Background: an optimization exercise with open tools, aiming at small area and a short achievable clock period. Do not read the settings as production practice. Only simulation tests tie the RTL to the original design; equivalence was not proved. Power and IR drop assume default switching activity.

==> flow/design.v <==
`default_nettype none
package trace_pkg;
  localparam int num_rules       = 2;
  localparam int buf_bytes       = 4;
  localparam int buf_width       = buf_bytes * 8;
  localparam int fifo_depth      = 16;
  localparam int fifo_addr_width = 4;
  typedef struct packed {
    logic [15-num_rules-8:0] pad;    
    logic [num_rules-1:0]    rules;
    logic [7:0]              stamp;
  } event_t;
  localparam logic [7:0] reg_ctrl         = 8'h00;
  localparam logic [7:0] reg_rule_en      = 8'h01;
  localparam logic [7:0] reg_trig_en      = 8'h02;
  localparam logic [7:0] reg_trig_delay   = 8'h03;
  localparam logic [7:0] reg_trig_width   = 8'h04;
  localparam logic [7:0] reg_status       = 8'h05;
  localparam logic [7:0] reg_fifo_lo      = 8'h06;
  localparam logic [7:0] reg_fifo_hi      = 8'h07;
  localparam logic [7:0] reg_count0       = 8'h08;
  localparam logic [7:0] reg_count1       = 8'h09;
  localparam logic [7:0] reg_pattern_base = 8'h10;    
  localparam logic [7:0] reg_mask_base    = 8'h20;    
  localparam logic [1:0] trig_idle  = 2'd0;
  localparam logic [1:0] trig_wait  = 2'd1;
  localparam logic [1:0] trig_pulse = 2'd2;
endpackage
`default_nettype wire
`timescale 1ns/1ps
`default_nettype none
module trace_top (
  input  logic       fe_clk,
  input  logic       reset,
  input  logic [7:0] reg_addr,
  input  logic [7:0] reg_wdata,
  input  logic       reg_write,
  input  logic       reg_read,
  output logic [7:0] reg_rdata,
  input  logic [7:0] trace_data,
  input  logic       trace_valid,
  output logic       capturing,
  output logic       trig_out
);
  function automatic [7:0] inc8(input [7:0] q, input en);
    integer i;
    for (i = 0; i < 8; i = i + 1)
      inc8[i] = q[i] ^ (en & (&(q | ~((8'd1 << i) - 8'd1))));
  endfunction
  function automatic [7:0] dec8(input [7:0] q);
    integer i;
    for (i = 0; i < 8; i = i + 1)
      dec8[i] = q[i] ^ (&(~q | ~((8'd1 << i) - 8'd1)));
  endfunction
  function automatic [3:0] inc4(input [3:0] q, input en);
    integer i;
    for (i = 0; i < 4; i = i + 1)
      inc4[i] = q[i] ^ (en & (&(q | ~((4'd1 << i) - 4'd1))));
  endfunction
  logic page0;
  logic hi0, hi1, hi2, hi4;    
  assign page0 = (reg_addr[7:6] == 2'b00);
  assign hi0   = (reg_addr[7:3] == 5'b00000);
  assign hi1   = (reg_addr[7:3] == 5'b00001);
  assign hi2   = (reg_addr[7:3] == 5'b00010);
  assign hi4   = (reg_addr[7:3] == 5'b00100);
  logic [7:0] lo;              
  always_comb
    for (int i = 0; i < 8; i++)
      lo[i] = (reg_addr[2:0] == i[2:0]);
  logic [7:0] wd;
  assign wd = reg_wdata & {8{~reset}};
  logic wr0, wrp, wrm;
  assign wr0 = reg_write & hi0;
  assign wrp = reg_write & hi2;
  assign wrm = reg_write & hi4;
  logic [31:0] pat0, pat1, msk0, msk1;
  logic [1:0]  rule_en, trig_en;
  logic [7:0]  trig_delay, trig_width;
  logic        armed, arm_pulse;
  always_ff @(posedge fe_clk) begin
    for (int b = 0; b < 4; b++) begin
      if (reset | (wrp & lo[b]))     pat0[8*b +: 8] <= wd;
      if (reset | (wrp & lo[b+4]))   pat1[8*b +: 8] <= wd;
      if (reset | (wrm & lo[b]))     msk0[8*b +: 8] <= wd;
      if (reset | (wrm & lo[b+4]))   msk1[8*b +: 8] <= wd;
    end
    if (reset | (wr0 & lo[0])) armed      <= wd[0];
    if (reset | (wr0 & lo[1])) rule_en    <= wd[1:0];
    if (reset | (wr0 & lo[2])) trig_en    <= wd[1:0];
    if (reset | (wr0 & lo[3])) trig_delay <= wd;
    if (reset | (wr0 & lo[4])) trig_width <= wd;
    arm_pulse <= wr0 & lo[0] & wd[0];
  end
  assign capturing = armed;
  localparam logic [31:0] INV = 32'hff00ff00;
  logic [31:0] tbq, tbuf;      
  logic        byte_seen;
  logic [1:0]  match, hit;
  assign tbuf = tbq ^ INV;
  always_ff @(posedge fe_clk) begin
    if (reset | trace_valid)
      tbq <= ({tbuf[23:0], trace_data} & {32{~reset}}) ^ INV;
    byte_seen <= trace_valid & ~reset;
    match     <= hit & {2{byte_seen & ~reset}};
  end
  assign hit[0] = rule_en[0] & ~|((tbuf ^ pat0) & msk0);
  assign hit[1] = rule_en[1] & ~|((tbuf ^ pat1) & msk1);
  logic [7:0] cnt0, cnt1;
  always_ff @(posedge fe_clk) begin
    cnt0 <= inc8(cnt0, match[0] & ~&cnt0) & {8{~reset}};
    cnt1 <= inc8(cnt1, match[1] & ~&cnt1) & {8{~reset}};
  end
  logic [7:0] stamp;
  always_ff @(posedge fe_clk)
    stamp <= inc8(stamp, byte_seen) & {8{~(reset | arm_pulse)}};
  logic       ev_write;
  logic [1:0] ev_rules;
  logic [7:0] ev_stamp;
  always_ff @(posedge fe_clk) begin
    ev_write <= armed & (|match) & ~reset;
    ev_rules <= match;
    ev_stamp <= stamp;
  end
  logic [9:0] mem [16];
  logic [3:0] wp, rp;
  logic       empty, full, ovf;
  logic       pop, push;
  logic [9:0] head;
  assign head = mem[rp];
  assign push = ev_write & ~full;
  assign pop  = reg_read & hi0 & lo[7] & ~empty;
  always_ff @(posedge fe_clk) begin
    for (int i = 0; i < 16; i++)
      if (push & (wp == i[3:0]))
        mem[i] <= {ev_rules, ev_stamp};
  end
  logic wp1_eq_rp, rp1_eq_wp;
  assign wp1_eq_rp = (inc4(wp, 1'b1) == rp);
  assign rp1_eq_wp = (inc4(rp, 1'b1) == wp);
  always_ff @(posedge fe_clk) begin
    wp    <= inc4(wp, push) & {4{~reset}};
    rp    <= inc4(rp, pop) & {4{~reset}};
    full  <= ~reset & (full ? ~pop : (push & ~pop & wp1_eq_rp));
    empty <= reset | (empty ? ~push : (pop & ~push & rp1_eq_wp));
    ovf   <= ((ev_write & full) | (ovf & ~arm_pulse)) & ~reset;
  end
  logic       busy;
  logic [7:0] tcnt;
  logic       start, tcnt_zero, tcnt_le1;
  assign start     = ~busy & armed & |(match & trig_en);
  assign tcnt_zero = (tcnt == 8'h00);
  assign tcnt_le1  = (tcnt[7:1] == 7'h00);
  always_ff @(posedge fe_clk) begin
    if (reset) begin
      busy     <= 1'b0;
      trig_out <= 1'b0;
    end else if (!busy) begin
      busy <= start;
    end else if (!trig_out) begin
      if (tcnt_zero) trig_out <= 1'b1;
    end else if (tcnt_le1) begin
      busy     <= 1'b0;
      trig_out <= 1'b0;
    end
  end
  always_ff @(posedge fe_clk) begin
    if (!busy)
      tcnt <= trig_delay;
    else if (!trig_out && tcnt_zero)
      tcnt <= trig_width;
    else
      tcnt <= dec8(tcnt);
  end
  logic [7:0] rd_value, rd_sel;
  always_comb begin
    case (reg_addr[5:0])
      6'h00: rd_sel = {7'b0, armed};
      6'h01: rd_sel = {6'b0, rule_en};
      6'h02: rd_sel = {6'b0, trig_en};
      6'h03: rd_sel = trig_delay;
      6'h04: rd_sel = trig_width;
      6'h05: rd_sel = {4'b0, busy, ovf, full, empty};
      6'h06: rd_sel = empty ? 8'h00 : head[7:0];
      6'h07: rd_sel = empty ? 8'h00 : {6'b0, head[9:8]};
      6'h08: rd_sel = cnt0;
      6'h09: rd_sel = cnt1;
      6'h10: rd_sel = pat0[7:0];
      6'h11: rd_sel = pat0[15:8];
      6'h12: rd_sel = pat0[23:16];
      6'h13: rd_sel = pat0[31:24];
      6'h14: rd_sel = pat1[7:0];
      6'h15: rd_sel = pat1[15:8];
      6'h16: rd_sel = pat1[23:16];
      6'h17: rd_sel = pat1[31:24];
      6'h20: rd_sel = msk0[7:0];
      6'h21: rd_sel = msk0[15:8];
      6'h22: rd_sel = msk0[23:16];
      6'h23: rd_sel = msk0[31:24];
      6'h24: rd_sel = msk1[7:0];
      6'h25: rd_sel = msk1[15:8];
      6'h26: rd_sel = msk1[23:16];
      6'h27: rd_sel = msk1[31:24];
      default: rd_sel = 8'h00;
    endcase
    rd_value = rd_sel & {8{page0 & ~reset}};
  end
  always_ff @(posedge fe_clk) begin
    if (reset | reg_read)
      reg_rdata <= rd_value;
  end
endmodule
`default_nettype wire
==> flow/flow/run.sh <==
#!/bin/bash
# Standard layout, with the port buffers made from buf_4 cells instead of
# the resizer's default pick.
set -euo pipefail
export BUFFER_PORTS_ARGS="-buffer_cell sky130_fd_sc_hd__buf_4"
bash standard.sh > standard.log 2>&1
==> flow/standard.sh <==
#!/bin/bash
# synth_recipe.tcl (not shown) runs the flow's synth.tcl, then flattens the netlist and writes it again
# the make line also repeats each setting of config.mk as NAME=value (left out here)
make -C /OpenROAD-flow-scripts/flow DESIGN_CONFIG=/design/flow/config.mk WORK_HOME=/design/flow/orfs CLKGATE_MAP_FILE= SYNTH_SCRIPT=/design/flow/synth_recipe.tcl "${@:-finish}"
==> flow/config.mk <==
export PLATFORM = sky130hd
export DESIGN_NAME = trace_top
export DESIGN_NICKNAME = trace_top
export VERILOG_FILES = /design/flow/design.v
export SDC_FILE = /design/flow/constraint.sdc
export NUM_CORES = 4
export LEC_CHECK = 0
export CAP_MARGIN = 20
export CORE_MARGIN = 2
export CORE_UTILIZATION = 40
export CTS_BUF_LIST = sky130_fd_sc_hd__clkbuf_16
export CTS_CLUSTER_DIAMETER = 60
export CTS_CLUSTER_SIZE = 20
export SETUP_SLACK_MARGIN = 1.7
export SLEW_MARGIN = 20
==> flow/constraint.sdc <==
create_clock -name core_clock -period 4.0 [get_ports {fe_clk}]
set_input_delay 0.8000 -clock core_clock [delete_from_list [all_inputs] [get_ports {fe_clk}]]
set_output_delay 0.8000 -clock core_clock [all_outputs]
set_load 0.01 [all_outputs]
==> metrics.csv, run 1 <==
stage,metric,value,unit
status,status,"complete, no violations",
route,drt-total-wl,51.6,mm
cts,path_clk_slew,80,ps
logic_synthesis,yosysTopAreaCell,edfxtp_1,
cts,clk_path_buf_depth,3,
setup_path,crit_path_frequent_cell,nor2_1,
setup_path,r2r_start,rp[2]$_DFF_P_,
setup_path,crit_path_cell_trace,buf_4 -> or2_1 -> nor2_1 -> a222oi_1 -> nand3_1 -> nor2_1 -> a41oi_1,
setup_path,start_kind,input pin,
floorplanning,initial_core_util,40.5,%
sta,fmax,426,MHz
logic_synthesis,synth_top_area_share,61.5,%
logic_synthesis,synth_ff_type,edfxtp_1,
floorplanning,die_w,210,µm
route,drt_iter0_markers,1389,
final_layout,fin_util,46.0,%
cts,cts-hold-fix-buffers,0,
route,wire_per_inst,28.0,µm
route,wl_met3,4.70,mm
logic_synthesis,yosysMostFrequentCell,edfxtp_1,
logic_synthesis,synth_top_family_by_area,compound AO/OA/AOI/OAI gates,
logic_synthesis,syn_area,0.0170,mm²
setup_path,max_stage_delay,400,ps
final_layout,area_growth,13.6,%
setup_path,path_class,in -> reg,
cts,cts_buffers,31,
worst_hold_path,min_to,ev_stamp[0]$_DFF_P_,
cts,cts_tree,built,
placed_design,gp_congestion,0.993,
logic_synthesis,synth-xor-area-share,4.99,%
route,vias,11100,
placed_design,place.detailed.hpwl,35.8,mm
cts,root_buffer,clkbuf_16,
logic_synthesis,ys_warn_count,2,
route,wl_met1,23.0,mm
logic_synthesis,ys_seq_area_share,68.5,%
setup_path,endpoint_kind,flip-flop,
run,maxCapViolCount,0,
worst_hold_path,holdPathStages,0,
final_layout,drive_above_1_share,16.1,%
global_route,grt_pass1_vias,10500,
cts,cts-htree-levels,1,
global_route,grtUsageTotal,23.0,%
sta,worstMarginPinSlew,943,ps
sta,fin_skew,45.7,ps
logic_synthesis,synth_mux_area_share,1.63,%
route,dr.pass1.iters,5,
global_route,grt_max_degree,43,
placed_design,place_area,0.0181,mm²
setup_path,r2r_cells,5,
setup_path,path_buf_inv,1,
logic_synthesis,synth-simple-area-share,9.57,%
final_layout,fin_nets,1325,
logic_synthesis,synth-async-reset-ratio,0,%
setup_path,slowest_stage,a222oi_1,
logic_synthesis,synth.ff_latch_count,409,
setup_path,worstPathArrival,2700,ps
setup_path,ff2ff_setup_slack,1730,ps
sta,slew_headroom,37.1,%
sta,fin_crit_sh,58.7,%
sta,maxSlewViolCount,0,
logic_synthesis,avgSynthCellArea,14.1,µm²
sta,grt_setup_unrepaired,yes,
global_route,antenna_found_initial,0,
floorplanning,rows,75,
logic_synthesis,synthTopCellsByCount,"edfxtp_1, nor2_1, a22oi_1, nand2_1, dfxtp_1",
sta,final-hold-violation-count,0,
route,highest_layer,met4,
setup_path,cp_top_family,simple AND/OR/NAND/NOR gates,
logic_synthesis,synth_cell_type_count,71,
route,drc_errors,0,
logic_synthesis,synth_area_leaders,"edfxtp_1, dfxtp_1, a22oi_1, xnor2_1, xor2_1",
setup_path,rr_endpoint,reg_rdata[0]$_DFFE_PP_,
logic_synthesis,synth.net_count,1259,
sta,min_period,2350,ps
global_route,gr-total-overflow,0,
power_and_ir_drop,ir_drop,0.361,mV
sta,finalSetupViolCount,0,
route,dr_wl_met2,22.8,mm
route,viasPerCell,6.04,
placed_design,port_buffers,38,
floorplanning,pin_count,39,
power_and_ir_drop,power.leakage,0.00664,µW
final_layout,fin_area,0.0194,mm²
logic_synthesis,synthCells,1212,
logic_synthesis,synthAdderAreaFrac,1.32,%
logic_synthesis,synth-edff-count,349,
worst_hold_path,hp-start,stamp[0]$_DFF_P_,
power_and_ir_drop,power_density,441,mW/mm²
final_layout,n_antenna_cell,0,
sta,tns,0,ps
floorplanning,dieArea,0.0443,mm²
sta,whs,375,ps
worst_hold_path,worstHoldPathType,reg -> reg,
setup_path,crit_fanout,12,
logic_synthesis,synth_compound_area_share,12.0,%
final_layout,n_fill_cell,3749,
floorplanning,die_y,210,µm
cts,clock_sinks,409,
route,ant_nets,0,
setup_path,cp_data_required_time,4350,ps
floorplanning,core,0.0420,mm²
global_route,grt_pass1_wl,74.0,mm
cts,clk-insertion-delay-late,630,ps
==> area by class of cell <==
type                            instances  area [µm²]  share of cell area [%]
Timing Repair Buffer                   91         706                    3.65
Inverter                               19        75.1                   0.388
Clock inverter                         26         233                    1.20
Multi-Input combinational cell        726        5200                    26.9
Clock buffer                           31         776                    4.01
Tap cell                              539         674                    3.48
Sequential cell                       409       11700                    60.4
==> kinds of logic (layout without fill, tap and decap cells) <==
logic type / count (synthesis) / count (layout)
simple gates: 311 / 311
buf+inv: 77 / 167
fa+ha+maj: 18 / 18
mux: 23 / 23
flops: 409 / 409
compound gates: 277 / 277
xor+xnor: 97 / 97
==> registers in the layout (all words and copies together), names as in the netlist, 4 cells and up <==
name        flops
mem           160
msk0           32
msk1           32
pat0           32
pat1           32
tbq            32
cnt0            8
cnt1            8
ev_stamp        8
reg_rdata       8
stamp           8
tcnt            8
trig_delay      8
trig_width      8
rp              4
wp              4
==> placed cells by master, fill, tap and decap left out, drive strengths merged, types with 11 or more instances in the layout <==
master  count
edfxtp    349
nor2      103
buf        91
a22oi      85
nand2      69
dfxtp      60
xnor2      51
xor2       46
a21oi      42
clkbuf     31
inv        28
a221oi     26
nand3      25
nor2b      25
o21ai      22
nand2b     21
a222oi     20
nor3       18
ha         18
a22o       17
clkinv     14
mux2i      12
a21o       12
nand4      11
==> through the flow <==
stage | total power [µW] | instances | setup slack (ps)
global placement | 5490 | 1769 | 847
CTS | 8570 | 1840 | 1700
detailed placement | 5490 | 1769 | 826
finish | 8550 | 1841 | 1650
global route | 8760 | 1841 | 1620
floorplan | 5220 | 1212 | 1570
==> metal layers <==
metal	track usage [%]	vias up
li1	-	4816
met1	34.0	5665
met2	35.0	561
met3	4.66	74
met4	5.22	0
met5	0	-
==> worst register-to-register path, cell delays in order (launching register included) <==
cell and delay [ps]:
dfxtp_4 530, mux4_2 560, a22oi_1 370, a21oi_1 130
o31ai_1 310, a21oi_1 140
==> power by group <==
part	total, µW	internal, µW	switching, µW
sequential	4960	4780	179
combinational	451	171	280
clock	3140	1490	1650
total	8550	6440	2110
==> worst max-delay path by stage <==
stage / cells past startpoint / from / endpoint / slack [ps]
floorplan: 5 / reg_addr[3] / msk1[24]$_DFFE_PP_ / 1570
detailed placement: 6 / reg_addr[7] / pat1[16]$_DFFE_PP_ / 830
CTS: 9 / rp[1]$_DFF_P_ / reg_rdata[1]$_DFFE_PP_ / 1700
global route: 6 / reg_addr[7] / pat1[14]$_DFFE_PP_ / 1620
global placement: 6 / reg_addr[7] / pat1[16]$_DFFE_PP_ / 850
finish: 7 / reg_addr[0] / reg_rdata[6]$_DFFE_PP_ / 1650
==> what timing repair did <==
item,4_1_cts,5_1_grt
pin swaps,6,6
gates resized for setup,29,14
setup buffers,14,1
hold endpoints to repair,0,0
setup endpoints to repair,33,36
==> inputs of run 2 (changes only) <==
--- a/flow/config.mk
+++ b/flow/config.mk
@@ -11,5 +11,5 @@
 export CTS_BUF_LIST = sky130_fd_sc_hd__clkbuf_16
 export CTS_CLUSTER_DIAMETER = 60
 export CTS_CLUSTER_SIZE = 20
-export SETUP_SLACK_MARGIN = 1.7
+export SETUP_SLACK_MARGIN = 1.9
 export SLEW_MARGIN = 20
==> run 2 against run 1 <==
- flip-flop and latch count stayed put
- critical endpoint is now reg_rdata[1]$_DFFE_PP_
- largest power group unchanged
- critical path type is now reg -> reg
- final area is 4.1% higher
- still clean on timing, DRC and antenna
- utilization is 1.9 points higher
- die area stayed put
- register-to-register slack worse by 30 ps
==> metrics.csv, run 2 <==
stage,metric,value,unit,change
setup_path,start_kind,flip-flop,,was input pin
sta,tns,0,ps,unchanged
final_layout,area_growth,18.2,%,was 13.6%
power_and_ir_drop,power,9090,µW,was 8550 µW
global_route,antenna_found_initial,1,,was 0
sta,final-hold-violation-count,0,,unchanged
sta,worstMarginPinSlew,991,ps,was 943 ps
route,drt-total-wl,52.0,mm,was 51.6 mm
status,status,"complete, no violations",,unchanged
cts,clk-insertion-delay-late,540,ps,was 630 ps
global_route,grt_max_degree,67,,was 43
logic_synthesis,synth-async-reset-ratio,0,%,unchanged
global_route,gr-total-overflow,0,,unchanged
run,maxCapViolCount,0,,unchanged
final_layout,layout_common_cells,"edfxtp_1, buf_4, nor2_1, a22oi_1, nand2_1",,"was edfxtp_1, nor2_1, buf_4, a22oi_1, nand2_1"
worst_hold_path,holdPathStages,0,,unchanged
cts,cts-hold-fix-buffers,0,,unchanged
cts,cts_tree,built,,unchanged
setup_path,r2r_start,rp[0]$_DFF_P_,,was rp[2]$_DFF_P_
route,drt_iter0_markers,1691,,was 1389
route,drc_errors,0,,unchanged
worst_hold_path,hp-start,stamp[0]$_DFF_P_,,unchanged
logic_synthesis,synthTopCellsByCount,"edfxtp_1, nor2_1, a22oi_1, nand2_1, dfxtp_1",,unchanged
final_layout,largest-register,mem,,unchanged
sta,maxSlewViolCount,0,,unchanged
logic_synthesis,ys_warn_count,2,,unchanged
logic_synthesis,yosysMostFrequentCell,edfxtp_1,,unchanged
power_and_ir_drop,power_density,451,mW/mm²,was 441 mW/mm²
logic_synthesis,synth-edff-count,349,,unchanged
placed_design,place_area,0.0182,mm²,was 0.0181 mm²
floorplanning,rows,75,,unchanged
route,vias,11300,,was 11100
route,viasPerCell,6.04,,about the same
floorplanning,die_w,210,µm,unchanged
cts,cts-htree-levels,2,,was 1
logic_synthesis,synth_ff_type,edfxtp_1,,unchanged
floorplanning,core,0.0420,mm²,unchanged
final_layout,fin_nets,1351,,was 1325
logic_synthesis,avgSynthCellArea,14.1,µm²,unchanged
sta,fin_crit_sh,57.6,%,was 58.7%
setup_path,cp_data_required_time,4250,ps,was 4350 ps
setup_path,endpoint_kind,flip-flop,,unchanged
global_route,grtUsageTotal,23.4,%,was 23.0%
final_layout,fin_area,0.0201,mm²,was 0.0194 mm²
logic_synthesis,synth_cell_type_count,71,,unchanged
setup_path,startpoint,rp[0]$_DFF_P_,,was reg_addr[0]
setup_path,r2r_cells,8,,was 5
worst_hold_path,min_to,ev_stamp[0]$_DFF_P_,,unchanged
global_route,top_usage_layer,met1,,was met2
setup_path,rr_endpoint,reg_rdata[1]$_DFFE_PP_,,was reg_rdata[0]$_DFFE_PP_
floorplanning,dieArea,0.0443,mm²,unchanged
placed_design,gp_congestion,1.03,,was 0.993
logic_synthesis,synth_top_area_share,61.5,%,unchanged
logic_synthesis,yosysTopAreaCell,edfxtp_1,,unchanged
route,wire_per_inst,27.9,µm,was 28.0 µm
global_route,grt_use_met2,32.2,%,was 35.0%
setup_path,path_class,reg -> reg,,was in -> reg
logic_synthesis,synth.net_count,1259,,unchanged
floorplanning,die_y,210,µm,unchanged
sta,fmax,434,MHz,was 426 MHz
sta,grt_setup_unrepaired,yes,,unchanged
logic_synthesis,synthCells,1212,,unchanged
final_layout,n_antenna_cell,0,,unchanged
setup_path,worstPathArrival,2560,ps,was 2700 ps
global_route,met1_usage,34.4,%,was 34.0%
logic_synthesis,synth_area_leaders,"edfxtp_1, dfxtp_1, a22oi_1, xnor2_1, xor2_1",,unchanged
cts,path_clk_slew,80,ps,about the same
power_and_ir_drop,power.leakage,0.00696,µW,was 0.00664 µW
setup_path,ff2ff_setup_slack,1700,ps,was 1730 ps
logic_synthesis,syn_area,0.0170,mm²,unchanged
cts,cts_buffers,34,,was 31
final_layout,layout_commonest_cell,edfxtp_1,,unchanged
global_route,grt_pass1_vias,10800,,was 10500
cts,clock_sinks,409,,unchanged
cts,clk_path_buf_depth,3,,unchanged
final_layout,drive_above_1_share,20.9,%,was 16.1%
placed_design,port_buffers,38,,unchanged
sta,min_period,2300,ps,was 2350 ps
cts,root_buffer,clkbuf_16,,unchanged
logic_synthesis,ys_seq_area_share,68.5,%,unchanged
power_and_ir_drop,ir_drop,0.225,mV,was 0.361 mV
global_route,grtUsageMet3,7.37,%,was 4.66%
route,dr.pass1.iters,6,,was 5
final_layout,fin_util,47.9,%,was 46.0%
floorplanning,initial_core_util,40.5,%,unchanged
logic_synthesis,synth.ff_latch_count,409,,unchanged
sta,slew_headroom,33.5,%,was 37.1%
global_route,grt_pass1_wl,74.5,mm,was 74.0 mm
sta,fin_skew,20.2,ps,was 45.7 ps
setup_path,crit_fanout,7,,was 12
sta,finalSetupViolCount,0,,unchanged
route,ant_nets,0,,unchanged
placed_design,place.detailed.hpwl,34.7,mm,was 35.8 mm
floorplanning,pin_count,39,,unchanged
final_layout,largest_reg_flops,160,,unchanged
worst_hold_path,worstHoldPathType,reg -> reg,,unchanged
## run 2: cell types whose count changed in the layout (fill, tap and decap cells not counted), sizes merged
cell,previous run,this run
inv,28,30
clkinvlp,3,1
bufinv,0,4
clkbuf,31,37
clkinv,14,7
buf,91,114
## run 2: cell type report
| cell class | count | area, µm² |
|---|---|---|
| clock inverters | 23 | 283 |
| inverters | 19 | 76.3 |
| well taps | 539 | 674 |
| flip-flops and latches | 409 | 11700 |
| clock buffers | 37 | 926 |
| fillers | 3638 | 21900 |
| repair buffers | 114 | 1020 |
| multi-input cells | 726 | 5470 |
## run 2: how the worst max path moves through the flow
stage,end,cells after the start
floorplan,rp[0]$_DFF_P_,7
global placement,reg_rdata[2]$_DFFE_PP_,8
detailed placement,reg_rdata[2]$_DFFE_PP_,8
CTS,reg_rdata[1]$_DFFE_PP_,8
global route,reg_rdata[1]$_DFFE_PP_,8
finish,reg_rdata[1]$_DFFE_PP_,8
## run 2: kinds of logic after synthesis
| family | after synthesis | share of synthesized area [%] |
|---|---|---|
| AOI/OAI and AO/OA | 277 | 12.0 |
| xor gates and xnor gates | 97 | 4.99 |
| adders and majority gates | 18 | 1.32 |
| buffers and inverters | 77 | 1.95 |
| DFF | 409 | 68.5 |
| muxes | 23 | 1.63 |
| and+or+nand+nor | 311 | 9.57 |
## run 2: critical path: stages (launching register included)
cell and delay (ps):
dfxtp_4 370, buf_6 120, ha_4 200, a22oi_1 200
a22oi_1 130, a222oi_1 550, o22ai_1 150, o21ai_1 210
a21oi_1 90
## run 2: per-stage QoR
step | hold WS, ps | setup slack [ps] | cells
2_1_floorplan | 348 | 1740 | 1212
3_3_place_gp | 354 | 930 | 1771
3_5_place_dp | 363 | 885 | 1771
4_1_cts | 375 | 1720 | 1857
5_1_grt | 391 | 1630 | 1867
6_report | 374 | 1700 | 1867
## run 2: power by group
| part | switching, µW | total (µW) | internal, µW |
|---|---|---|---|
| combinational | 283 | 480 | 197 |
| clock | 1660 | 3650 | 1990 |
| sequential | 181 | 4960 | 4780 |
## run 2: layer usage
layer  vias to the layer above  part of all wire [%]  wire length (µm)
met5                         -                 0.025                13
met4                         2                   3.8              1960
met3                       120                    12              5990
met2                       627                    41             21400
met1                      5663                    43             22600
li1                       4865                     -                 -
## run 2: what timing repair did
item                                    CTS  global route
resized for setup                        62            26
pin swaps                                28            18
buffers inserted                         26            10
cloned                                    0             0
endpoints found under the setup margin   51            95
==> inputs of run 3 (changes only) <==
--- a/flow/config.mk
+++ b/flow/config.mk
@@ -7,9 +7,9 @@
 export LEC_CHECK = 0
 export CAP_MARGIN = 20
 export CORE_MARGIN = 2
-export CORE_UTILIZATION = 40
+export CORE_UTILIZATION = 60
 export CTS_BUF_LIST = sky130_fd_sc_hd__clkbuf_16
-export CTS_CLUSTER_DIAMETER = 60
-export CTS_CLUSTER_SIZE = 20
-export SETUP_SLACK_MARGIN = 1.9
+export CTS_CLUSTER_DIAMETER = 100
+export CTS_CLUSTER_SIZE = 30
+export SETUP_SLACK_MARGIN = 1.7
 export SLEW_MARGIN = 20
==> run 3 against run 2 <==
- critical path type unchanged
- global-route usage up 9.5 points
- die area decreased by 33%
- hold slack improved by 7.8 ps
- routed wire length is 5.8% lower
- still clean on timing, DRC and antenna
- sequential power hardly changed
- synthesized cell count unchanged
- sequential share of layout area up 3.8 points
==> metrics.csv, run 3 <==
stage,metric,value,unit,change
status,status,"complete, no violations",,unchanged
logic_synthesis,synth-edff-count,349,,unchanged
setup_path,r2r_cells,9,,was 8
power_and_ir_drop,power_density,396,mW/mm²,was 451 mW/mm²
logic_synthesis,synth-async-reset-ratio,0,%,unchanged
logic_synthesis,synth_area_leaders,"edfxtp_1, dfxtp_1, a22oi_1, xnor2_1, xor2_1",,unchanged
sta,grt_setup_unrepaired,yes,,unchanged
setup_path,rr_endpoint,reg_rdata[1]$_DFFE_PP_,,unchanged
route,drc_errors,0,,unchanged
logic_synthesis,synth_ff_type,edfxtp_1,,unchanged
setup_path,ff2ff_setup_slack,1680,ps,was 1700 ps
floorplanning,initial_core_util,61.2,%,was 40.5%
logic_synthesis,synth.ff_latch_count,409,,unchanged
global_route,grt_pass1_vias,10900,,was 10800
final_layout,n_antenna_cell,0,,unchanged
final_layout,drive_above_1_share,16.0,%,was 20.9%
setup_path,worstPathArrival,2610,ps,was 2560 ps
logic_synthesis,synth_top_area_share,61.5,%,unchanged
sta,worstMarginPinSlew,850,ps,was 991 ps
logic_synthesis,ys_warn_count,2,,unchanged
floorplanning,core,0.0279,mm²,was 0.0420 mm²
logic_synthesis,synthCells,1212,,unchanged
sta,finalSetupViolCount,0,,unchanged
sta,slew_headroom,43.3,%,was 33.5%
setup_path,crit_fanout,7,,unchanged
power_and_ir_drop,ir_drop,0.349,mV,was 0.225 mV
final_layout,area_growth,11.0,%,was 18.2%
logic_synthesis,ys_seq_area_share,68.5,%,unchanged
sta,fmax,431,MHz,was 434 MHz
floorplanning,die_w,173,µm,was 210 µm
sta,final-hold-violation-count,0,,unchanged
sta,min_period,2320,ps,was 2300 ps
route,ant_nets,0,,unchanged
power_and_ir_drop,power.leakage,0.00653,µW,was 0.00696 µW
cts,root_buffer,clkbuf_16,,unchanged
route,dr.pass1.iters,6,,unchanged
cts,path_clk_slew,120,ps,was 80 ps
sta,maxSlewViolCount,0,,unchanged
sta,fin_crit_sh,58.0,%,was 57.6%
floorplanning,rows,61,,was 75
route,drt-total-wl,49.0,mm,was 52.0 mm
global_route,grt_max_degree,57,,was 67
final_layout,fin_nets,1325,,was 1351
setup_path,endpoint_kind,flip-flop,,unchanged
placed_design,port_buffers,38,,unchanged
placed_design,gp_congestion,1.02,,was 1.03
cts,cts-hold-fix-buffers,0,,unchanged
setup_path,r2r_start,rp[1]$_DFF_P_,,was rp[0]$_DFF_P_
placed_design,dp.cells,1608,,was 1771
global_route,grtUsageTotal,32.9,%,was 23.4%
floorplanning,die_y,173,µm,was 210 µm
logic_synthesis,avgSynthCellArea,14.1,µm²,unchanged
setup_path,start_kind,flip-flop,,unchanged
final_layout,fin_area,0.0189,mm²,was 0.0201 mm²
logic_synthesis,synth.net_count,1259,,unchanged
setup_path,cp_data_required_time,4290,ps,was 4250 ps
cts,clock_sinks,409,,unchanged
placed_design,place.detailed.hpwl,33.8,mm,was 34.7 mm
placed_design,place_area,0.0179,mm²,was 0.0182 mm²
route,viasPerCell,6.71,,was 6.04
global_route,gr-total-overflow,0,,unchanged
worst_hold_path,min_to,ev_stamp[0]$_DFF_P_,,unchanged
sta,tns,0,ps,unchanged
final_layout,largest-register,mem,,unchanged
cts,cts-htree-levels,1,,was 2
route,vias,11200,,was 11300
cts,cts_buffers,17,,was 34
final_layout,fin_cells,1667,,was 1867
worst_hold_path,hp-start,stamp[0]$_DFF_P_,,unchanged
floorplanning,pin_count,39,,unchanged
route,drt_iter0_markers,1878,,was 1691
logic_synthesis,synthTopCellsByCount,"edfxtp_1, nor2_1, a22oi_1, nand2_1, dfxtp_1",,unchanged
final_layout,layout_common_cells,"edfxtp_1, buf_4, nor2_1, a22oi_1, nand2_1",,unchanged
final_layout,layout_commonest_cell,edfxtp_1,,unchanged
logic_synthesis,yosysTopAreaCell,edfxtp_1,,unchanged
setup_path,path_class,reg -> reg,,unchanged
cts,cts_tree,built,,unchanged
route,wire_per_inst,29.4,µm,was 27.9 µm
logic_synthesis,yosysMostFrequentCell,edfxtp_1,,unchanged
final_layout,largest_reg_flops,160,,unchanged
worst_hold_path,holdPathStages,0,,unchanged
floorplanning,dieArea,0.0298,mm²,was 0.0443 mm²
worst_hold_path,worstHoldPathType,reg -> reg,,unchanged
cts,clk_path_buf_depth,3,,unchanged
global_route,grt_pass1_wl,71.7,mm,was 74.5 mm
logic_synthesis,synth_cell_type_count,71,,unchanged
run,maxCapViolCount,0,,unchanged
logic_synthesis,syn_area,0.0170,mm²,unchanged
cts,clk-insertion-delay-late,540,ps,about the same
global_route,antenna_found_initial,0,,was 1
sta,fin_skew,20.2,ps,about the same
## run 3: worst max path at each step
stage	from	end	slack, ps
2_1_floorplan	reg_addr[3]	msk1[24]$_DFFE_PP_	1570
5_1_grt	rp[1]$_DFF_P_	reg_rdata[1]$_DFFE_PP_	1570
6_report	rp[1]$_DFF_P_	reg_rdata[1]$_DFFE_PP_	1680
4_1_cts	reg_addr[7]	pat1[26]$_DFFE_PP_	1520
3_5_place_dp	reg_addr[1]	reg_rdata[0]$_DFFE_PP_	700
3_3_place_gp	reg_addr[1]	reg_rdata[0]$_DFFE_PP_	730
## run 3: metal layers
layer / vias up / track usage [%] / share of wire (%)
met5: - / 0 / 0
met4: 0 / 10.4 / 3.5
met1: 5518 / 50.7 / 42
met3: 110 / 8.66 / 13
met2: 761 / 45.8 / 42
li1: 4792 / - / -
## run 3: critical path, cell delays in order, from the launching register on
cell and delay, ps:
dfxtp_4 390, buf_6 120, ha_4 200, buf_6 150, a22oi_2 160, a22oi_2 100, a222oi_1 540, o22ai_1 150
o21ai_1 160, a21oi_1 80
## run 3: per-stage QoR
step,hold WS [ps],power [µW],worst slack [ps],utilization (%)
final,382,7490,1680,67.9
after global routing,401,7660,1570,67.9
after CTS,385,7460,1520,67.1
after detailed placement,363,5470,703,64.2
after global placement,359,5480,733,64.1
after floorplan,348,5220,1570,-
## run 3: cells by family after synthesis
group                    synth area share, %
buffers and inverters                   1.95
XOR/XNOR                                4.99
flip-flops                              68.5
adder cells (fa/ha/maj)                 1.32
AO/OA/AOI/OAI                           12.0
AND/OR/NAND/NOR                         9.57
multiplexers                            1.63
## run 3: power by group
group | switching [µW] | leakage, µW | internal (µW) | total (µW)
Sequential | 172 | 0.00380 | 4780 | 4950
Combinational | 283 | 0.00245 | 181 | 463
Clock | 1270 | 0.000279 | 801 | 2070
## run 3: what timing repair did
item / CTS / global route
endpoints found under the hold margin: 0 / 0
buffers inserted: 20 / 8
resized for setup: 41 / 26
setup endpoints to repair: 66 / 114
pin swaps: 15 / 21
## run 3: cell type report
class	instances	area, µm²
Multi-Input combinational cell	726	5310
Tap cell	378	473
Clock inverter	13	61.3
Timing Repair Buffer	105	876
Inverter	19	71.3
Clock buffer	17	425
Fill cell	2025	8940
Sequential cell	409	11700
==> inputs of run 4 (changes only) <==
--- a/flow/config.mk
+++ b/flow/config.mk
@@ -7,9 +7,9 @@
 export LEC_CHECK = 0
 export CAP_MARGIN = 20
 export CORE_MARGIN = 2
-export CORE_UTILIZATION = 60
+export CORE_UTILIZATION = 75
 export CTS_BUF_LIST = sky130_fd_sc_hd__clkbuf_16
-export CTS_CLUSTER_DIAMETER = 100
-export CTS_CLUSTER_SIZE = 30
+export CTS_CLUSTER_DIAMETER = 80
+export CTS_CLUSTER_SIZE = 25
 export SETUP_SLACK_MARGIN = 1.7
 export SLEW_MARGIN = 20
==> run 4 against run 3 <==
- still clean
- hold slack improved by 9.3 ps
- first-iteration DRC count rose by 47%
- via count rose by 7.2%
- register-to-register slack got worse by 130 ps
- final cell count fell by 5.5%
- routed wire length rose by 8.0%
- non-clock buffer count fell by 7
- critical path depth did not move
- fmax fell by 5.4%
- area after synthesis did not move
==> metrics.csv, run 4 <==
stage,metric,value,unit,change
status,status,"complete, no violations",,unchanged
route,ant_nets,0,,unchanged
sta,maxSlewViolCount,0,,unchanged
worst_hold_path,holdPathStages,0,,unchanged
route,vias,12000,,was 11200
final_layout,n_fill_cell,1053,,was 2025
logic_synthesis,synth-async-reset-ratio,0,%,unchanged
floorplanning,die_w,155,µm,was 173 µm
setup_path,worstPathArrival,2720,ps,was 2610 ps
sta,grt_setup_unrepaired,yes,,unchanged
sta,final-hold-violation-count,0,,unchanged
final_layout,largest-register,mem,,unchanged
floorplanning,rows,55,,was 61
logic_synthesis,synth.ff_latch_count,409,,unchanged
global_route,grt_pass1_vias,11200,,was 10900
final_layout,drive_above_1_share,16.0,%,about the same
logic_synthesis,syn_area,0.0170,mm²,unchanged
placed_design,place_area,0.0178,mm²,was 0.0179 mm²
floorplanning,core,0.0225,mm²,was 0.0279 mm²
route,drt-total-wl,52.9,mm,was 49.0 mm
global_route,gr-total-overflow,0,,unchanged
sta,min_period,2450,ps,was 2320 ps
run,maxCapViolCount,0,,unchanged
final_layout,fin_nets,1321,,was 1325
setup_path,r2r_start,rp[0]$_DFF_P_,,was rp[1]$_DFF_P_
cts,cts_buffers,20,,was 17
power_and_ir_drop,power_density,410,mW/mm²,was 396 mW/mm²
cts,clock_sinks,409,,unchanged
logic_synthesis,synth_top_area_share,61.5,%,unchanged
setup_path,crit_fanout,6,,was 7
setup_path,rr_endpoint,reg_rdata[5]$_DFFE_PP_,,was reg_rdata[1]$_DFFE_PP_
cts,root_buffer,clkbuf_16,,unchanged
logic_synthesis,synth_ff_type,edfxtp_1,,unchanged
logic_synthesis,yosysMostFrequentCell,edfxtp_1,,unchanged
logic_synthesis,synth_area_leaders,"edfxtp_1, dfxtp_1, a22oi_1, xnor2_1, xor2_1",,unchanged
route,viasPerCell,7.61,,was 6.71
cts,cts-htree-levels,1,,unchanged
cts,clk-insertion-delay-late,550,ps,was 540 ps
global_route,antenna_found_initial,1,,was 0
worst_hold_path,hp-start,stamp[3]$_DFF_P_,,was stamp[0]$_DFF_P_
final_layout,area_growth,11.0,%,about the same
sta,finalSetupViolCount,0,,unchanged
logic_synthesis,synth_cell_type_count,71,,unchanged
setup_path,ff2ff_setup_slack,1550,ps,was 1680 ps
sta,worstMarginPinSlew,917,ps,was 850 ps
final_layout,multi_input_area,0.00536,mm²,was 0.00531 mm²
final_layout,layout_commonest_cell,edfxtp_1,,unchanged
cts,clk_path_buf_depth,3,,unchanged
cts,cts_tree,built,,unchanged
power_and_ir_drop,ir_drop,0.477,mV,was 0.349 mV
final_layout,layout_common_cells,"edfxtp_1, buf_4, nor2_1, a22oi_1, nand2_1",,unchanged
global_route,grt_max_degree,61,,was 57
setup_path,start_kind,flip-flop,,unchanged
placed_design,port_buffers,38,,unchanged
logic_synthesis,synthCells,1212,,unchanged
placed_design,gp_congestion,1.12,,was 1.02
sta,slew_headroom,38.4,%,was 43.3%
global_route,grtUsageTotal,43.2,%,was 32.9%
sta,whs,391,ps,was 382 ps
sta,tns,0,ps,unchanged
setup_path,endpoint_kind,flip-flop,,unchanged
setup_path,r2r_cells,9,,unchanged
logic_synthesis,ys_warn_count,2,,unchanged
cts,path_clk_slew,110,ps,was 120 ps
setup_path,cp_data_required_time,4270,ps,was 4290 ps
logic_synthesis,synth-edff-count,349,,unchanged
logic_synthesis,yosysTopAreaCell,edfxtp_1,,unchanged
logic_synthesis,synth.net_count,1259,,unchanged
final_layout,area.sequential,0.0117,mm²,unchanged
setup_path,path_class,reg -> reg,,unchanged
logic_synthesis,ys_seq_area_share,68.5,%,unchanged
logic_synthesis,avgSynthCellArea,14.1,µm²,unchanged
route,drc_errors,0,,unchanged
global_route,grt_pass1_wl,74.0,mm,was 71.7 mm
sta,fin_crit_sh,61.3,%,was 58.0%
floorplanning,initial_core_util,75.7,%,was 61.2%
route,wire_per_inst,33.6,µm,was 29.4 µm
worst_hold_path,min_to,ev_stamp[3]$_DFF_P_,,was ev_stamp[0]$_DFF_P_
placed_design,place.detailed.hpwl,34.5,mm,was 33.8 mm
final_layout,largest_reg_flops,160,,unchanged
route,drt_iter0_markers,2756,,was 1878
sta,fin_ws,1550,ps,was 1680 ps
final_layout,fin_area,0.0189,mm²,about the same
sta,fin_skew,22.0,ps,was 20.2 ps
logic_synthesis,synthTopCellsByCount,"edfxtp_1, nor2_1, a22oi_1, nand2_1, dfxtp_1",,unchanged
floorplanning,pin_count,39,,unchanged
worst_hold_path,worstHoldPathType,reg -> reg,,unchanged
power_and_ir_drop,power.leakage,0.00656,µW,was 0.00653 µW
floorplanning,dieArea,0.0239,mm²,was 0.0298 mm²
route,dr.pass1.iters,8,,was 6
sta,fmax,408,MHz,was 431 MHz
floorplanning,die_y,155,µm,was 173 µm
placed_design,post-place-ws,607,ps,was 703 ps
==> run 4: worst max-delay path by stage <==
stage	start	end	slack (ps)	cells after the start
5_1_grt	reg_addr[7]	msk1[31]$_DFFE_PP_	1580	6
4_1_cts	ev_write$_DFF_P_	mem[1][4]$_DFFE_PP_	1470	3
3_3_place_gp	reg_addr[1]	reg_rdata[7]$_DFFE_PP_	740	8
6_report	rp[0]$_DFF_P_	reg_rdata[5]$_DFFE_PP_	1550	9
2_1_floorplan	reg_addr[3]	msk1[24]$_DFFE_PP_	1570	5
3_5_place_dp	reg_addr[1]	reg_rdata[7]$_DFFE_PP_	610	8
==> run 4: logic make-up (layout without fill, tap and decap cells) <==
family	count (synthesis)	in the layout	synth area share [%]
AND/OR/NAND/NOR	311	311	9.57
AO/OA/AOI/OAI	277	277	12.0
flip-flops	409	409	68.5
XOR/XNOR	97	97	4.99
multiplexers	23	23	1.63
buffers and inverters	77	153	1.95
other	0	2	0
adder cells (fa/ha/maj)	18	18	1.32
==> run 4: through the flow <==
step	std cells	util, %	total power, µW
2_1_floorplan	1212	-	5220
3_3_place_gp	1513	78.8	5460
3_5_place_dp	1513	78.9	5470
4_1_cts	1564	83.0	7670
5_1_grt	1573	84.1	7870
6_report	1575	84.1	7750
==> run 4: repair_timing <==
action / in CTS / in global routing
setup buffers: 14 / 8
resized for setup: 38 / 29
pin swaps: 16 / 14
hold buffers: 0 / 0
setup endpoints to repair: 103 / 119
gates cloned: 1 / 0
==> run 4: layout make-up <==
cell class              instances  area share, %
clock buffers                  21           2.78
well taps                     285           1.88
clock inverters                15          0.463
repair buffers                 98           4.34
diodes                          2         0.0265
inverters                      19          0.377
flip-flops and latches        409           61.8
multi-input cells             726           28.3
==> run 4: layer usage <==
| layer | share of wire, % | GRT usage [%] | vias up | wire (µm) |
|---|---|---|---|---|
| met5 | 0 | 0 | - | 0 |
| met1 | 34 | 63.8 | 5668 | 18000 |
| met4 | 4.8 | 13.7 | 0 | 2530 |
| met2 | 43 | 63.1 | 1302 | 22900 |
| li1 | - | - | 4786 | - |
| met3 | 18 | 13.0 | 225 | 9450 |
==> run 4: critical path, cell delays in order (launching register included) <==
cell and delay (ps):
dfxtp_4 380, buf_4 140, ha_4 200, buf_4 150, buf_4 150, a222oi_1 420
mux4_2 400, nand3_4 130, nand2_4 110, a31oi_1 90
==> run 4: report_power, final <==
part	internal [µW]	total, µW	switching, µW
Combinational	174	468	295
Clock	1030	2320	1300
Sequential	4780	4960	178
Total	5980	7750	1770
==> inputs of run 5 (changes only) <==
--- a/flow/config.mk
+++ b/flow/config.mk
@@ -7,9 +7,9 @@
 export LEC_CHECK = 0
 export CAP_MARGIN = 20
 export CORE_MARGIN = 2
-export CORE_UTILIZATION = 75
+export CORE_UTILIZATION = 60
 export CTS_BUF_LIST = sky130_fd_sc_hd__clkbuf_16
 export CTS_CLUSTER_DIAMETER = 80
 export CTS_CLUSTER_SIZE = 25
-export SETUP_SLACK_MARGIN = 1.7
+export SETUP_SLACK_MARGIN = 1.9
 export SLEW_MARGIN = 20
==> run 5 against run 4 <==
- global-route usage decreased by 9.1 points
- clock skew up 7.7 ps
- synthesized cell count unchanged
- sequential power about the same
- sequential share of layout area is 1.9 points lower
- power decreased by 1.1%
- first-iteration DRC count is 32% lower
- utilization fell by 14 points
- largest cell class unchanged
- largest power group unchanged
==> metrics.csv, run 5 <==
stage,metric,value,unit,change
sta,fmax,409,MHz,was 408 MHz
setup_path,r2r_start,rp[2]$_DFF_P_,,was rp[0]$_DFF_P_
sta,final-hold-violation-count,0,,unchanged
worst_hold_path,holdPathStages,0,,unchanged
setup_path,slowest_stage,dfxtp_4,,was a222oi_1
cts,path_clk_slew,100,ps,was 110 ps
cts,cts_tree,built,,unchanged
power_and_ir_drop,power_density,393,mW/mm²,was 410 mW/mm²
sta,min_period,2450,ps,about the same
floorplanning,die_y,173,µm,was 155 µm
setup_path,start_kind,flip-flop,,unchanged
logic_synthesis,synth_area_leaders,"edfxtp_1, dfxtp_1, a22oi_1, xnor2_1, xor2_1",,unchanged
logic_synthesis,synth_cell_type_count,71,,unchanged
route,dr.pass1.iters,8,,unchanged
route,dr_wl_met2,21.0,mm,was 22.9 mm
final_layout,largest_reg_flops,160,,unchanged
logic_synthesis,ys_warn_count,2,,unchanged
final_layout,largest-register,mem,,unchanged
setup_path,rr_endpoint,reg_rdata[0]$_DFFE_PP_,,was reg_rdata[5]$_DFFE_PP_
final_layout,layout_commonest_cell,edfxtp_1,,unchanged
sta,tns,0,ps,unchanged
placed_design,port_buffers,38,,unchanged
power_and_ir_drop,power,7670,µW,was 7750 µW
global_route,grt_pass1_wl,73.9,mm,was 74.0 mm
logic_synthesis,synth_ff_type,edfxtp_1,,unchanged
route,wl_met1,21.1,mm,was 18.0 mm
placed_design,place_area,0.0180,mm²,was 0.0178 mm²
route,highest_layer,met4,,unchanged
setup_path,path_class,reg -> reg,,unchanged
setup_path,worstPathArrival,2690,ps,was 2720 ps
status,status,"complete, no violations",,unchanged
placed_design,dp.cells,1608,,was 1513
route,wire_per_inst,30.3,µm,was 33.6 µm
power_and_ir_drop,ir_drop,0.433,mV,was 0.477 mV
sta,worstMarginPinSlew,1030,ps,was 917 ps
global_route,grtUsageTotal,34.1,%,was 43.2%
route,wl_met3,7.36,mm,was 9.45 mm
floorplanning,die_w,173,µm,was 155 µm
logic_synthesis,synth_top_area_share,61.5,%,unchanged
logic_synthesis,ys_seq_area_share,68.5,%,unchanged
final_layout,n_fill_cell,1878,,was 1053
final_layout,fin_cells,1688,,was 1575
setup_path,max_stage_delay,580,ps,was 420 ps
final_layout,fin_util,70.1,%,was 84.1%
setup_path,startpoint,rp[2]$_DFF_P_,,was rp[0]$_DFF_P_
logic_synthesis,synth.net_count,1259,,unchanged
logic_synthesis,yosysTopAreaCell,edfxtp_1,,unchanged
logic_synthesis,synthTopCellsByCount,"edfxtp_1, nor2_1, a22oi_1, nand2_1, dfxtp_1",,unchanged
route,viasPerCell,6.76,,was 7.61
setup_path,ff2ff_setup_slack,1550,ps,about the same
setup_path,r2r_cells,5,,was 9
sta,fin_crit_sh,61.1,%,was 61.3%
logic_synthesis,syn_area,0.0170,mm²,unchanged
cts,cts-htree-levels,1,,unchanged
logic_synthesis,synth.ff_latch_count,409,,unchanged
global_route,gr-total-overflow,0,,unchanged
setup_path,crit_path_cell_trace,mux4_2 -> a22oi_1 -> a21oi_2 -> o31ai_4 -> a21oi_2,,was buf_4 -> ha_4 -> buf_4 -> buf_4 -> a222oi_1 -> mux4_2 -> nand3_4 -> nand2_4 -> a31oi_1
final_layout,drive_above_1_share,20.1,%,was 16.0%
logic_synthesis,synthCells,1212,,unchanged
run,maxCapViolCount,0,,unchanged
cts,clock_sinks,409,,unchanged
logic_synthesis,yosysMostFrequentCell,edfxtp_1,,unchanged
logic_synthesis,synth-edff-count,349,,unchanged
cts,clk-insertion-delay-late,570,ps,was 550 ps
route,drt-total-wl,51.2,mm,was 52.9 mm
route,drt_iter0_markers,1869,,was 2756
setup_path,crit_end,reg_rdata[0]$_DFFE_PP_,,was reg_rdata[5]$_DFFE_PP_
cts,cts-hold-fix-buffers,0,,unchanged
final_layout,fin_nets,1343,,was 1321
setup_path,endpoint_kind,flip-flop,,unchanged
floorplanning,dieArea,0.0298,mm²,was 0.0239 mm²
sta,finalSetupViolCount,0,,unchanged
cts,root_buffer,clkbuf_16,,unchanged
final_layout,fin_area,0.0195,mm²,was 0.0189 mm²
global_route,grt_pass1_vias,10700,,was 11200
route,vias,11400,,was 12000
floorplanning,core,0.0279,mm²,was 0.0225 mm²
floorplanning,rows,61,,was 55
worst_hold_path,worstHoldPathType,reg -> reg,,unchanged
setup_path,crit_path_frequent_cell,a21oi_2,,was buf_4
final_layout,layout_common_cells,"edfxtp_1, buf_4, nor2_1, a22oi_1, nand2_1",,unchanged
cts,clk_path_buf_depth,3,,unchanged
placed_design,gp_congestion,0.994,,was 1.12
floorplanning,pin_count,39,,unchanged
logic_synthesis,synth-async-reset-ratio,0,%,unchanged
final_layout,area_growth,14.6,%,was 11.0%
logic_synthesis,avgSynthCellArea,14.1,µm²,unchanged
global_route,grt_max_degree,65,,was 61
power_and_ir_drop,power.leakage,0.00676,µW,was 0.00656 µW
route,ant_nets,0,,unchanged
placed_design,place.detailed.hpwl,34.1,mm,was 34.5 mm
global_route,antenna_found_initial,0,,was 1
sta,fin_skew,29.7,ps,was 22.0 ps
route,drc_errors,0,,unchanged
setup_path,crit_fanout,18,,was 6
sta,maxSlewViolCount,0,,unchanged
setup_path,cp_data_required_time,4250,ps,was 4270 ps
cts,cts_buffers,20,,unchanged
sta,slew_headroom,30.6,%,was 38.4%
sta,grt_setup_unrepaired,yes,,unchanged
floorplanning,initial_core_util,61.2,%,was 75.7%
final_layout,n_antenna_cell,0,,was 2
-- run 5: cell counts after synthesis --
Identical to the previous run, type by type.
-- run 5: kinds of logic (layout without fill, tap and decap cells) --
group,after synthesis,in the layout,share of synthesized area [%]
AO/OA/AOI/OAI,277,277,12.0
flip-flops,409,409,68.5
buffers and inverters,77,175,1.95
adder cells (fa/ha/maj),18,18,1.32
multiplexers,23,23,1.63
AND/OR/NAND/NOR,311,311,9.57
XOR/XNOR,97,97,4.99
-- run 5: what timing repair did --
item,4_1_cts,5_1_grt
endpoints found under the hold margin,0,0
setup endpoints to repair,31,134
pin swaps,42,30
cloned,2,2
buffers inserted,27,13
resized for setup,84,26
-- run 5: per-stage QoR --
stage	worst slack [ps]	hold WS [ps]
final	1550	367
after global routing	1500	387
after CTS	1600	370
after detailed placement	834	358
after global placement	896	354
after floorplan	1740	348
-- run 5: report_power, final --
group	total [µW]	leakage, µW	switching (µW)	internal, µW
combinational	474	0.00264	284	190
sequential	4950	0.00380	168	4780
clock	2250	0.000327	1320	933
total	7670	0.00676	1770	5900
-- run 5: layout make-up --
| cell class | count | area [µm²] | area share [%] |
|---|---|---|---|
| Sequential cell | 409 | 11700 | 59.9 |
| Clock buffer | 20 | 500 | 2.56 |
| Tap cell | 378 | 473 | 2.42 |
| Inverter | 19 | 76.3 | 0.391 |
| Timing Repair Buffer | 120 | 1170 | 6.00 |
| Multi-Input combinational cell | 726 | 5530 | 28.3 |
| Clock inverter | 16 | 82.6 | 0.423 |
-- run 5: routing by layer --
metal | vias to the layer above | global-route usage [%]
met3 | 99 | 10.1
met2 | 838 | 47.0
met5 | - | 0
met4 | 0 | 9.72
li1 | 4842 | -
met1 | 5637 | 52.6
-- run 5: worst min path at each step --
| stage | endpoint | startpoint |
|---|---|---|
| global route | ev_stamp[7]$_DFF_P_ | stamp[7]$_DFF_P_ |
| detailed placement | ev_stamp[7]$_DFF_P_ | stamp[7]$_DFF_P_ |
| floorplan | ev_stamp[0]$_DFF_P_ | stamp[0]$_DFF_P_ |
| global placement | ev_stamp[7]$_DFF_P_ | stamp[7]$_DFF_P_ |
| finish | ev_stamp[7]$_DFF_P_ | stamp[7]$_DFF_P_ |
| CTS | ev_stamp[7]$_DFF_P_ | stamp[7]$_DFF_P_ |
-- run 5: critical path: cells and delay by family, from the launching register on --
kind,cells,cell delay (ps)
AO/OA/AOI/OAI,4,990
flip-flops,1,580
multiplexers,1,570
==> inputs of run 6 (changes only) <==
--- a/flow/config.mk
+++ b/flow/config.mk
@@ -13,3 +13,4 @@
 export CTS_CLUSTER_SIZE = 25
 export SETUP_SLACK_MARGIN = 1.9
 export SLEW_MARGIN = 20
+export TNS_END_PERCENT = 10
==> run 6 against run 5 <==
- setup slack worse by 89 ps
- routed wire length up 1.6%
- largest cell class unchanged
- largest power group unchanged
- clock power up 2%
- critical endpoint is now reg_rdata[1]$_DFFE_PP_
- final area down 1.7%
- global-route usage up 0.36 points
- flip-flop and latch count unchanged
==> metrics.csv, run 6 <==
stage,metric,value,unit,change
global_route,grt_max_degree,65,,unchanged
placed_design,dp.cells,1604,,was 1608
setup_path,path_class,reg -> reg,,unchanged
sta,final-hold-violation-count,0,,unchanged
cts,cts-htree-levels,1,,unchanged
logic_synthesis,ys_seq_area_share,68.5,%,unchanged
power_and_ir_drop,power_frac_comb,5.9,%,was 6.2%
final_layout,fin_cells,1672,,was 1688
sta,fin_skew,22.1,ps,was 29.7 ps
sta,fin_crit_sh,63.3,%,was 61.1%
logic_synthesis,synth_cell_type_count,71,,unchanged
setup_path,crit_fanout,8,,was 18
setup_path,crit_path_cell_trace,buf_12 -> ha_4 -> buf_12 -> a222oi_1 -> o21ai_1 -> a222oi_1 -> o22ai_1 -> o21ai_2 -> a21oi_1,,was mux4_2 -> a22oi_1 -> a21oi_2 -> o31ai_4 -> a21oi_2
route,dr.pass1.iters,6,,was 8
logic_synthesis,synth.ff_latch_count,409,,unchanged
final_layout,largest_reg_flops,160,,unchanged
power_and_ir_drop,ir_drop,0.301,mV,was 0.433 mV
placed_design,gp_congestion,1.00,,was 0.994
logic_synthesis,synth_ff_type,edfxtp_1,,unchanged
cts,cts_buffers,20,,unchanged
cts,clk_path_buf_depth,3,,unchanged
logic_synthesis,synthAdderAreaFrac,1.32,%,unchanged
global_route,grtUsageTotal,34.4,%,was 34.1%
logic_synthesis,synth-xor-area-share,4.99,%,unchanged
global_route,grt_pass1_vias,10800,,was 10700
route,wire_per_inst,31.1,µm,was 30.3 µm
cts,path_clk_slew,110,ps,was 100 ps
worst_hold_path,worstHoldPathType,reg -> reg,,unchanged
cts,cts_tree,built,,unchanged
status,status,"complete, no violations",,unchanged
logic_synthesis,synth_mux_area_share,1.63,%,unchanged
setup_path,start_kind,flip-flop,,unchanged
logic_synthesis,synth_top_area_share,61.5,%,unchanged
logic_synthesis,synth_compound_area_share,12.0,%,unchanged
setup_path,rr_endpoint,reg_rdata[1]$_DFFE_PP_,,was reg_rdata[0]$_DFFE_PP_
power_and_ir_drop,switching_power,1780,µW,was 1770 µW
sta,finalSetupViolCount,0,,unchanged
global_route,grt_pass1_wl,73.7,mm,was 73.9 mm
global_route,antenna_found_initial,0,,unchanged
floorplanning,core,0.0279,mm²,unchanged
floorplanning,dieArea,0.0298,mm²,unchanged
setup_path,cp_data_required_time,4260,ps,was 4250 ps
final_layout,layout_commonest_cell,edfxtp_1,,unchanged
final_layout,drive_above_1_share,17.3,%,was 20.1%
floorplanning,rows,61,,unchanged
final_layout,fin_nets,1327,,was 1343
setup_path,slowest_stage,a222oi_1,,was dfxtp_4
setup_path,cp_top_family,compound AO/OA/AOI/OAI gates,,unchanged
power_and_ir_drop,p_int,5930,µW,was 5900 µW
final_layout,n_fill_cell,1894,,was 1878
route,drc_errors,0,,unchanged
logic_synthesis,synthCells,1212,,unchanged
setup_path,endpoint_kind,flip-flop,,unchanged
logic_synthesis,yosysMostFrequentCell,edfxtp_1,,unchanged
setup_path,worstPathArrival,2800,ps,was 2690 ps
run,maxCapViolCount,0,,unchanged
final_layout,layout_common_cells,"edfxtp_1, buf_4, nor2_1, a22oi_1, nand2_1",,unchanged
sta,grt_setup_unrepaired,yes,,unchanged
logic_synthesis,synth_area_leaders,"edfxtp_1, dfxtp_1, a22oi_1, xnor2_1, xor2_1",,unchanged
placed_design,port_buffers,38,,unchanged
final_layout,multi_input_area,0.00541,mm²,was 0.00553 mm²
route,drt_iter0_markers,1754,,was 1869
logic_synthesis,avgSynthCellArea,14.1,µm²,unchanged
power_and_ir_drop,power.leakage,0.00665,µW,was 0.00676 µW
route,viasPerCell,6.83,,was 6.76
setup_path,ff2ff_setup_slack,1470,ps,was 1550 ps
worst_hold_path,holdPathStages,0,,unchanged
power_and_ir_drop,clockPowerShare,29.7,%,was 29.3%
power_and_ir_drop,p_seq_share,64.4,%,was 64.5%
floorplanning,pin_count,39,,unchanged
worst_hold_path,min_to,ev_stamp[0]$_DFF_P_,,was ev_stamp[7]$_DFF_P_
floorplanning,die_y,173,µm,unchanged
setup_path,r2r_cells,9,,was 5
cts,cts-hold-fix-buffers,0,,unchanged
logic_synthesis,synth-simple-area-share,9.57,%,unchanged
sta,maxSlewViolCount,0,,unchanged
floorplanning,die_w,173,µm,unchanged
logic_synthesis,synth.net_count,1259,,unchanged
sta,worstMarginPinSlew,1020,ps,was 1030 ps
sta,fin_ws,1470,ps,was 1550 ps
final_layout,largest-register,mem,,unchanged
setup_path,max_stage_delay,440,ps,was 580 ps
setup_path,r2r_start,rp[0]$_DFF_P_,,was rp[2]$_DFF_P_
global_route,gr-total-overflow,0,,unchanged
sta,whs,375,ps,was 367 ps
sta,tns,0,ps,unchanged
cts,clock_sinks,409,,unchanged
sta,fmax,395,MHz,was 409 MHz
logic_synthesis,synthTopCellsByCount,"edfxtp_1, nor2_1, a22oi_1, nand2_1, dfxtp_1",,unchanged
power_and_ir_drop,p_sw_share,23.1,%,was 23.0%
final_layout,n_antenna_cell,0,,unchanged
setup_path,path_buf_inv,2,,was 0
logic_synthesis,ys_warn_count,2,,unchanged
route,drt-total-wl,52.0,mm,was 51.2 mm
route,ant_nets,0,,unchanged
logic_synthesis,syn_area,0.0170,mm²,unchanged
sta,min_period,2530,ps,was 2450 ps
final_layout,area_growth,12.7,%,was 14.6%
placed_design,place.detailed.hpwl,34.7,mm,was 34.1 mm
logic_synthesis,synth-async-reset-ratio,0,%,unchanged
logic_synthesis,yosysTopAreaCell,edfxtp_1,,unchanged
final_layout,fin_util,69.0,%,was 70.1%
logic_synthesis,synth-edff-count,349,,unchanged
logic_synthesis,synth_top_family_by_area,compound AO/OA/AOI/OAI gates,,unchanged
cts,clk-insertion-delay-late,550,ps,was 570 ps
placed_design,post-place-ws,908,ps,was 834 ps
power_and_ir_drop,power_density,401,mW/mm²,was 393 mW/mm²
worst_hold_path,hp-start,stamp[0]$_DFF_P_,,was stamp[7]$_DFF_P_
route,vias,11400,,about the same
floorplanning,initial_core_util,61.2,%,unchanged
final_layout,area.sequential,0.0117,mm²,unchanged
sta,slew_headroom,31.3,%,was 30.6%
cts,root_buffer,clkbuf_16,,unchanged
==> run 6: worst max-delay path by stage <==
| stage | slack [ps] | cells after the start | startpoint | to |
|---|---|---|---|---|
| 6_report | 1470 | 9 | rp[0]$_DFF_P_ | reg_rdata[1]$_DFFE_PP_ |
| 5_1_grt | 1400 | 8 | rp[0]$_DFF_P_ | reg_rdata[1]$_DFFE_PP_ |
| 4_1_cts | 1580 | 9 | rp[0]$_DFF_P_ | reg_rdata[1]$_DFFE_PP_ |
| 3_5_place_dp | 910 | 9 | rp[1]$_DFF_P_ | reg_rdata[1]$_DFFE_PP_ |
| 3_3_place_gp | 970 | 7 | reg_addr[0] | reg_rdata[7]$_DFFE_PP_ |
| 2_1_floorplan | 1680 | 7 | reg_addr[0] | reg_rdata[0]$_DFFE_PP_ |
==> run 6: layer usage <==
metal	part of all wire, %	track usage, %	wire length, µm
met5	0	0	0
met4	4.1	12.1	2140
met3	14	12.9	7230
met2	40	46.3	21100
met1	41	51.5	21600
==> run 6: stage by stage <==
| stage | cell area [µm²] | power, µW |
|---|---|---|
| floorplan | 17100 | 5230 |
| global placement | 17900 | 5480 |
| detailed placement | 17900 | 5480 |
| CTS | 19100 | 7680 |
| global route | 19200 | 7880 |
| finish | 19200 | 7710 |
==> run 6: cells by family after synthesis <==
group,after synthesis
flip-flops,409
AND/OR/NAND/NOR,311
AO/OA/AOI/OAI,277
XOR/XNOR,97
buffers and inverters,77
multiplexers,23
adder cells (fa/ha/maj),18
==> run 6: layout make-up <==
class | count | share of cell area (%)
clock buffers | 21 | 2.74
clock inverters | 15 | 0.358
inverters | 19 | 0.384
multi-input cells | 726 | 28.2
flip-flops and latches | 409 | 60.9
well taps | 378 | 2.46
repair buffers | 104 | 5.02
==> run 6: what timing repair did <==
item	4_1_cts	5_1_grt
pin swaps	33	9
endpoints found under the setup margin	105	207
gates cloned	4	0
resized for setup	72	15
setup buffers	25	3
==> run 6: power by group through the flow <==
stage	sequential [µW]	combinational [µW]	clock (µW)
after global placement	5060	424	0
after detailed placement	5050	426	0
after floorplan	4960	270	0
after CTS	4950	437	2290
after global routing	4970	480	2430
final	4960	455	2290

afterwards: timing with drivers on the ports:
In the flow no input, the clock included, has a driving cell. The finished layouts below were timed again as built, in two steps. Step 1 (the two cells are an assumption about what drives the block):
set clk [get_ports {fe_clk}]
set_driving_cell -lib_cell sky130_fd_sc_hd__clkbuf_16 $clk
set_driving_cell -lib_cell sky130_fd_sc_hd__buf_2 [delete_from_list [all_inputs] $clk]
Step 2 times the ports against the registers' clock, not the clock port: input delays grow and output delays shrink by t, the midpoint of the rising clock arrivals with the driver on. a / b / c = ideal / step 1 / step 2; a / b = the first two.
| run | t (ns) | setup slack, ns | clock arrival spread, ns | worst register clock-pin slew, ns |
|---|---|---|---|---|
| run 1 | 0.661 | 1.651 / 1.675 / 1.014 | 0.046 / 0.046 | 0.08 / 0.08 |
| run 2 | 0.587 | 1.697 / 1.697 / 1.203 | 0.024 / 0.024 | 0.08 / 0.08 |
| run 3 | 0.587 | 1.680 / 1.680 / 1.151 | 0.022 / 0.022 | 0.12 / 0.12 |
| run 4 | 0.587 | 1.548 / 1.548 / 1.110 | 0.023 / 0.023 | 0.11 / 0.11 |
| run 5 | 0.604 | 1.555 / 1.555 / 1.098 | 0.030 / 0.030 | 0.11 / 0.11 |
| run 6 | 0.591 | 1.466 / 1.466 / 1.057 | 0.025 / 0.024 | 0.11 / 0.11 |
After both steps setup and hold are still met in every run listed. For run 1, which loses most, drivers alone change the setup slack by +0.024 ns; drivers and shift together by -0.637 ns.
